From an optimization exercise on the open Yosys and OpenROAD flow, aimed at small area, a short achievable clock period and few clock cycles; shortcuts taken in it are not production practice. The RTL was checked by simulation tests, not by an equivalence proof against the original design. Power is estimated from default activity; no workload was simulated.

== run A ==
// conv3x3_mac
module conv3x3_mac #(
   parameter bit RELU = 1'b0
) (
   input  logic         i_clk,
   input  logic         i_rstn,
   input  logic [9:0]   i_num_ci,
   input  logic         i_valid,
   output logic         o_ready,
   input  logic [143:0] i_window,
   input  logic [143:0] i_weight,
   input  logic [15:0]  i_bias,
   output logic         o_valid,
   input  logic         i_ready,
   output logic [15:0]  o_data
);
==> flow/config.mk <==
export PLATFORM = sky130hd
export DESIGN_NAME = conv3x3_mac
export DESIGN_NICKNAME = conv3x3_mac
export VERILOG_FILES = /design/flow/design.v
export SDC_FILE = /design/flow/constraint.sdc
export NUM_CORES = 4
export LEC_CHECK = 0
export ABC_AREA = 1
export CAP_MARGIN = 20
export CORE_MARGIN = 2
export CORE_UTILIZATION = 40
export CTS_CLUSTER_DIAMETER = 60
export CTS_CLUSTER_SIZE = 30
export PLACE_DENSITY = 0.7
export SETUP_SLACK_MARGIN = 4.95
export SLEW_MARGIN = 20
export SYNTH_HIERARCHICAL = 1
export SYNTH_MINIMUM_KEEP_SIZE = 0
==> flow/constraint.sdc <==
create_clock -name core_clock -period 8.0 [get_ports {i_clk}]
set_input_delay 1.6000 -clock core_clock [delete_from_list [all_inputs] [get_ports {i_clk}]]
set_output_delay 1.6000 -clock core_clock [all_outputs]
set_load 0.01 [all_outputs]
standard.sh (not shown) runs the stock make flow with config.mk's settings and CLKGATE_MAP_FILE= SYNTH_SCRIPT=/design/flow/synth_recipe.tcl, a recipe that flattens the netlist after the stock synthesis.
==> flow/flow/run.sh <==
#!/bin/bash
# The standard layout (the standard.sh, standard synthesis unchanged), except:
# - the buffers every input and output port gets are plain buf_1 cells instead of the
#   delay-buffer cell buffer_ports picks by default (repair_timing still resizes them);
# - clock tree synthesis adds no dummy balancing loads.
set -euo pipefail
export BUFFER_PORTS_ARGS="-buffer_cell sky130_fd_sc_hd__buf_1"
export CTS_ARGS="-sink_clustering_enable -repair_clock_nets -sink_clustering_size 30 -sink_clustering_max_diameter 60 -dont_use_dummy_load"
bash standard.sh finish > standard.log 2>&1
Testbench counts of run A, summed over its fixed seeds: cycles 45,039.
Relative to run A, the following input files were edited for run B:
- PLACE_DENSITY: 0.7 -> 0.5
- SETUP_SLACK_MARGIN: 4.95 -> 4.75
Notes after the runs:
Measured against each other, run A and run B differ in count of clock-buffer cells in the layout, the lower figure coming from run A. Diff run B..run A | clock sink count | unchanged. In run B, the count of buffering cells on the critical path with inverters included came out 3 below the value in run A. Looking only at global-route usage, and setting everything else aside, the higher value of run A and run B goes to run B. Timing-limited maximum frequency: run B vs run A down 9.2 MHz. The startpoint of the worst setup timing path comes out acc_c[3] in one run and xr[142] in the other, namely in run A and run B respectively. Run B vs run A: buffering overhead down. Sort run A and run B by final routed wire length divided by cell count, descending, and run B comes first. Higher maximum cell stage delay along the critical path was reported by run B, not run A. Between run A and run B, period utilization increased. Going from run A to run B, wire length after detailed routing now sits higher, post-detailed-placement cell area roughly the same.
[inputs] run C vs run B
- SETUP_SLACK_MARGIN changed from 4.75 to 4.85
- PLACE_DENSITY removed (was 0.5)
==> comparison <==
On run C: post-CTS setup buffer count is 15 higher than what run B gave.
NOTE TritonCTS buffer count run B->run C decreased by a few percent
Number of buffers other than clock buffers in the final layout (run B / run C): 0.889
Delta (run C minus run B): part of the cycle the worst path needs now sits lower; number of multi-input logic gates held steady; global-route usage saw a decrease; count of fill cells added during filler insertion lower; number of cells after detailed placement about even.
Across both runs, proportion of final cell area spent on non-clock buffers was higher for run C than for run B.
### run C -> run D
- PLACE_DENSITY: unset -> 0.45
- SETUP_SLACK_MARGIN: 4.85 -> 4.95
- Run D reports a lower portion of the clock cycle consumed by the worst path in the final layout than run C does.
- Of the two values seen for capture point of the worst path, q[0][5] was produced by run D and p0_14_19 by run C.
- From run C to run D the numbers moved as follows: design area grew by 670 um2, setup slack up 36 ps, logic gate share of total power up 0.6 points, wire length moved up.
- Measured against each other, run C and run D differ in setup clock skew after layout, the higher figure coming from run D.
- Where first-pass GRT wire length is concerned, run C is better than run D.
- No stage failed in run D, and the final checks on the layout all came back clean.

port drivers added, routing unchanged:
In the flow no input, the clock included, has a driving cell. The finished layouts below were timed again as built, in two steps.
Step 1, drivers: a clkbuf_16 drives i_clk and a buf_2 each remaining input, both assumed.
Step 2 adds t to the input delays and takes it off the output delays; t is the mean of the earliest and latest rising clock arrival at the registers after step 1. Input paths then give back, and output paths get back, about the clock's delay inside the block.
Slacks: ideal / step 1 / step 2; pairs: ideal / step 1.
| run | shift t [ns] | setup slack, ns | clock arrival spread, ns |
|---|---|---|---|
| run A | 0.805 | 4.800 / 4.800 / 4.314 | 0.136 / 0.136 |
| run B | 0.841 | 4.703 / 4.703 / 4.312 | 0.119 / 0.119 |
| run C | 0.835 | 4.760 / 4.760 / 4.516 | 0.108 / 0.107 |
| run D | 0.827 | 4.796 / 4.796 / 4.366 | 0.103 / 0.103 |
After both steps every run listed still meets setup and hold. For run A, which loses most, drivers alone change the setup slack by 0.000 ns; drivers and shift together by -0.486 ns.
